This is an optimization exercise on Yosys and OpenROAD, whose aim is small area, a short achievable clock period and few clock cycles per item, not a production implementation. In this exercise RTL edits were held to simulation tests only and were not proved equivalent to the original. Power figures rest on the tool's default switching activity, not on a simulated workload.

==> flow/design.v <==
module bf_tape #(
  parameter int DATA_W = 8,
  parameter int ADDR_W = 8,
  parameter int DEPTH  = 2**ADDR_W
) (
  input  logic              clk,
  input  logic              rst_n,
  input  logic              cmd_valid,
  output logic              cmd_ready,
  input  logic [2:0]        cmd_op,
  input  logic [DATA_W-1:0] cmd_data,
  output logic [DATA_W-1:0] cell_out,
  output logic              cell_zero,
  output logic [ADDR_W-1:0] ptr_out,
  output logic              err
);
  typedef enum logic [1:0] {S_CLEAR, S_IDLE, S_FETCH} state_t;
  typedef enum logic [2:0] {
    OP_NOP, OP_INC, OP_DEC, OP_RIGHT, OP_LEFT, OP_WRITE, OP_ADD, OP_CLEAR_ALL
  } op_t;
  localparam logic [ADDR_W-1:0] LAST = ADDR_W'(DEPTH - 1);
  logic [DATA_W-1:0] mem [0:DEPTH-1];
  state_t            state;
  logic [ADDR_W-1:0] ptr;
  logic [ADDR_W-1:0] cnt;
  logic [DATA_W-1:0] cur;
  op_t               op;
  logic              accept;
  logic [DATA_W-1:0] cur_wr;
  logic              cell_we;
  logic [ADDR_W-1:0] ptr_mv;
  logic              mem_we;
  logic [ADDR_W-1:0] mem_wa;
  logic [DATA_W-1:0] mem_wd;
  logic              oob;
  assign op     = op_t'(cmd_op);
  assign accept = cmd_valid && cmd_ready;
  always_comb begin
    cur_wr  = cur;
    cell_we = 1'b0;
    ptr_mv  = ptr;
    oob     = 1'b0;
    if (accept) begin
      case (op)
        OP_INC:   begin cur_wr = cur + DATA_W'(1); cell_we = 1'b1; end
        OP_DEC:   begin cur_wr = cur - DATA_W'(1); cell_we = 1'b1; end
        OP_WRITE: begin cur_wr = cmd_data;         cell_we = 1'b1; end
        OP_ADD:   begin cur_wr = cur + cmd_data;   cell_we = 1'b1; end
        OP_RIGHT: begin
          if (ptr == LAST) begin
            oob    = 1'b1;
          end else begin
            ptr_mv = ptr + ADDR_W'(1);
          end
        end
        OP_LEFT: begin
          if (ptr == '0) begin
            oob    = 1'b1;
          end else begin
            ptr_mv = ptr - ADDR_W'(1);
          end
        end
        default: ;
      endcase
    end
  end
  always_comb begin
    mem_we = cell_we;
    mem_wa = ptr;
    mem_wd = cur_wr;
    if (state == S_CLEAR) begin
      mem_we = 1'b1;
      mem_wa = cnt;
      mem_wd = '0;
    end
  end
  always_ff @(posedge clk) begin
    if (mem_we) mem[mem_wa] <= mem_wd;
  end
  always_ff @(posedge clk or negedge rst_n) begin
    if (!rst_n) begin
      state     <= S_CLEAR;
      ptr       <= '0;
      cnt       <= '0;
      cur       <= '0;
      cmd_ready <= 1'b0;
    end else begin
      case (state)
        S_CLEAR: begin
          cur <= '0;
          if (cnt == LAST) begin
            cnt       <= '0;
            state     <= S_IDLE;
            cmd_ready <= 1'b1;
          end else begin
            cnt <= cnt + ADDR_W'(1);
          end
        end
        S_IDLE: begin
          if (accept) begin
            case (op)
              OP_INC, OP_DEC, OP_WRITE, OP_ADD: cur <= cur_wr;
              OP_RIGHT, OP_LEFT: begin
                ptr       <= ptr_mv;
                state     <= S_FETCH;
                cmd_ready <= 1'b0;
              end
              OP_CLEAR_ALL: begin
                ptr       <= '0;
                cnt       <= '0;
                state     <= S_CLEAR;
                cmd_ready <= 1'b0;
              end
              default: ;
            endcase
          end
        end
        S_FETCH: begin
          cur       <= mem[ptr];
          state     <= S_IDLE;
          cmd_ready <= 1'b1;
        end
        default: begin
          state     <= S_CLEAR;
          cnt       <= '0;
          cmd_ready <= 1'b0;
        end
      endcase
    end
  end
  logic err_q;
  always_ff @(posedge clk or negedge rst_n) begin
    if (!rst_n)            err_q <= 1'b0;
    else if (accept && oob) err_q <= 1'b1;
  end
  assign err = err_q;
  assign cell_out  = cur;
  assign cell_zero = (cur == '0);
  assign ptr_out   = ptr;
endmodule
==> flow/run.sh <==
#!/bin/bash
# synth_recipe.tcl (not shown) runs the flow's synth.tcl, then flattens the netlist and writes it again
# the make line also repeats each setting of config.mk as NAME=value (left out here)
make -C /OpenROAD-flow-scripts/flow DESIGN_CONFIG=/design/flow/config.mk WORK_HOME=/design/flow/orfs CLKGATE_MAP_FILE= SYNTH_SCRIPT=/design/flow/synth_recipe.tcl finish
==> flow/config.mk <==
export PLATFORM = sky130hd
export DESIGN_NAME = bf_tape
export DESIGN_NICKNAME = bf_tape
export VERILOG_FILES = /design/flow/design.v
export SDC_FILE = /design/flow/constraint.sdc
export NUM_CORES = 4
export LEC_CHECK = 0
export CAP_MARGIN = 20
export CORE_MARGIN = 2
export CORE_UTILIZATION = 40
export SLEW_MARGIN = 20
==> flow/constraint.sdc <==
create_clock -name core_clock -period 6.0 [get_ports {clk}]
set_input_delay 1.2000 -clock core_clock [delete_from_list [all_inputs] [get_ports {clk}]]
set_output_delay 1.2000 -clock core_clock [all_outputs]
set_load 0.01 [all_outputs]
==> impl_results.md <==
- Post-synth cell types: 66
- Layout cells sized above 1: between 20% and 30%
- Largest net degree at the start of global routing: 181
- Final Hold Vio Count: 0
- Total iterations of the first detailed-routing run: 8
- Sw Ratio: 19.5%
- Core area: 204,000 um^2
- Port buffer count: 32
- Worst setup path category: in2reg
- Initial antenna violation count: 9
- Drt initial violations: 5,262
- Flops & latches, synth: 2,076
- Cell count after synthesis: 4,063
- Mapped Avg Cell Area: 20.2 um^2
- Power share of the combinational group: 0.2%
- Crit path required time: roughly 6500 ps
- Unrepaired setup endpoints after global routing: false
- Largest fanout on the critical path: 144
- Worst R2R Start: ptr[0]$_DFFE_PN0P_
- Clock network power share: 44.4%
- CP Launch Type: input port
- PD cells: 301 nW/um^2
- Max Cap Viol: 0
- Measured slew at the worst slew-check pin: 1120 ps
- Status: timing/DRC/antenna clean
- Post-synth top flop: edfxtp_1
- Peak VDD IR: 0.000285 V
- Fin util: 46.0%
- DR vias/cell: between 5 and 6
- Final Max Slew Viols: 0
- Yosys warns: 1
- Cell Area, Placed: 87,500 um^2
- Sequential share of power: 55.4%
- HP Class: reg2reg
- Vias in the first global route: around 42,000
- Design area: 94,100 um^2
- First-pass GRT wire length: approximately 330,000 um
- Leakage: ~24 nW
- # hold bufs at CTS: 0
- GRT Total Usage: a little over a fifth
- CP max stage delay: between 700 and 800 ps
- Clk slew on worst S/H paths: 60 ps
- Synth area leaders: edfxtp_1, mux4_2, mux2i_1
- Final Skew: 32.7 ps
- Worst path top cell family by delay: compound AO/OA/AOI/OAI gates
- DRT antenna net count: 0
- Residual DRC: 0
- Post-synthesis net count: 4,097
- Fin crit period: 4800 ps
- Hold path start: state[0]$_DFFE_PN0P_
- Final Net Count: 4,428
- Count leader, synth: edfxtp_1
- Worst path buffer plus inverter count: 3
- CP Capture Type: flop
- Post-synth EDFFs: 2,048
- Via Count: 42,928
- Area share of the largest cell type after synthesis: between 70% and 80%
- Chip width: 457 um
- Sequential fraction of the synthesis area: 75.8%
- Slew headroom: 24.9%
- Drt total wl: 231,000 um
- P_int: 0.0228 W
- CTS sink count: roughly 2,100
- Synth top cells by count: edfxtp_1, mux4_2, nor2_1, mux2i_1, nand2_1
- FMAX: 208 MHz
- Num rows: approximately 170
- Hpwl dp: 142,000 um
- Area Growth Syn to Fin: 14.6%
- Post-CTS resize count: 0
- CTS tree: built
- Routability cong.: 0.917
- Clk buf depth: 3
- Cts bufs inserted: 206
- Final period utilization: between 80% and 90%
- Die ar.: roughly 210,000 um^2
- Async set-or-reset flop fraction in the synthesized netlist: 1.35%
- Die height: 457 um
- Wirelength per Cell: roughly 32 um
- Worst skew pair latency: around 850 ps
- Clock Root Buffer: clkbuf_16
- H-Tree Depth: 4
- Post-CTS setup buffers: 0
- Final number of setup-violating endpoints: 0
- Final hold slack: between 500 and 600 ps
- Synth Cell Area: 82,100 um^2
- I/O pins: 33
- Initial core utilization: roughly 40%
- Critical-path top delay cell: clkdlybuf4s50_1
- Total gr overflow: 0
- Net Switching: 0.00553 W
- CP cell instances: clkdlybuf4s50_1 -> inv_12 -> or3_1 -> ha_2 -> a21oi_1 -> o211ai_1 -> o41ai_1 -> xor2_1 -> o31ai_1 -> a32oi_1 -> a21o_1 -> a21oi_4 -> buf_12
- CP arrival: 5340 ps
- Final Power: 0.0283 W
- Crit path from: cmd_op[2]
- Area leader, netlist: edfxtp_1
## sequential cells by signal, summed over array words and instances (netlist names)
signal,cells
cnt,8
cur,8
err_q,1
mem,2048
ptr,8
cmd_ready,1
state,2
## stage by stage
step / setup slack [ps] / setup TNS (ps) / cells
global route: 1050 / 0 / 7254
floorplan: -2790 / -3054000 / 4063
global placement: 481 / 0 / 6873
CTS: 1380 / 0 / 7252
finish: 1200 / 0 / 7255
detailed placement: 481 / 0 / 6873
## power groups by stage
stage,Sequential (W),Clock [W],Combinational (W)
after floorplan,0.0160,0,0.0000257
after global placement,0.0160,0,0.0000590
after detailed placement,0.0160,0,0.0000584
after CTS,0.0157,0.0128,0.0000586
after global routing,0.0157,0.0133,0.0000632
final,0.0157,0.0126,0.0000590
## worst paths after layout
path	end	slack, ps	cells past startpoint
worst max-delay path	mem[94][7]$_DFFE_PP_	1200	13
worst min-delay path	state[0]$_DFFE_PN0P_	590	2
worst max register to register	cur[3]$_DFFE_PN0P_	1560	7
worst min register to register	state[0]$_DFFE_PN0P_	590	2
max in group asynchronous	ptr[3]$_DFFE_PN0P_	4830	2
min in group asynchronous	ptr[0]$_DFFE_PN0P_	780	2
## layout make-up
class | count | area, um^2
Fill cell | 17183 | 110000
Sequential cell | 2076 | 62200
Inverter | 18 | 85.1
Clock buffer | 260 | 5430
Tap cell | 2688 | 3360
Timing Repair Buffer | 367 | 3240
Clock inverter | 119 | 1080
Multi-Input combinational cell | 1725 | 18700
Antenna cell | 2 | 5.00
## worst min-delay path, cell delays in order, from the launching register on
cell     delay, ps
dfrtp_1        410
nand2_1         70
o31ai_1         80
## cells by family after synthesis
kind of cell,synth area share (%)
compound gates,3.56
xor+xnor,0.117
fa+ha+maj,0.323
buf+inv,1.72
flops,75.8
mux,15.6
simple gates,2.94
## cell usage in the layout (no fill, tap or decap), types with 9 or more instances in the layout
cell / instances
clkbuf_1: 50
inv_1: 14
nor2_1: 304
edfxtp_1: 2048
or3_1: 9
nand2_2: 14
buf_4: 303
o221ai_1: 53
o21ai_0: 64
ha_1: 16
a31oi_1: 13
o31ai_1: 15
bufinv_16: 16
a21oi_1: 87
clkdlybuf4s50_1: 32
clkinv_1: 45
nand3_1: 23
clkinvlp_4: 9
clkbuf_16: 209
nor2b_1: 11
buf_12: 31
mux2i_1: 224
clkinv_2: 35
a21o_1: 10
nand2b_1: 11
a211oi_1: 15
a221oi_1: 14
o22ai_1: 46
nand2_1: 118
nor3_1: 31
a22oi_1: 34
dfrtp_1: 22
mux4_2: 465
## per-layer routing
layer / global-route usage, % / vias to the layer above / share of wire (%)
met3: 4.79 / 409 / 8.8
met5: 0 / - / 0.015
met1: 30.2 / 22982 / 40
met4: 8.46 / 6 / 4.1
li1: - / 17516 / -
met2: 34.3 / 2015 / 47
Testbench counts, summed over its fixed seeds: cycles 85,738, items 48,032.

[re-timing with driven ports]
The flow's constraints put no driver on any port. The routed layout listed below was extracted and timed again, unchanged, in two steps. Step 1 assumes that a clkbuf_16 drives the clock port and a buf_2 every other input. Step 2 moves the port delays by t, midway between the first and last clock arrival at a register: inputs arrive t later, outputs are due t later. That takes back most of the time a late clock gives input paths. Three values: ideal, step 1, step 2; two values: the first two.
shift t [ns]: 0.915
setup slack, ns: 1.195 / 1.249 / 0.335
worst hold slack (ns): 0.595 / 0.595 / 0.595
worst register clock-pin slew, ns: 0.07 / 0.07
After both steps setup and hold are still met in this run. For this run, drivers alone change the setup slack by +0.054 ns; drivers and shift together by -0.860 ns.
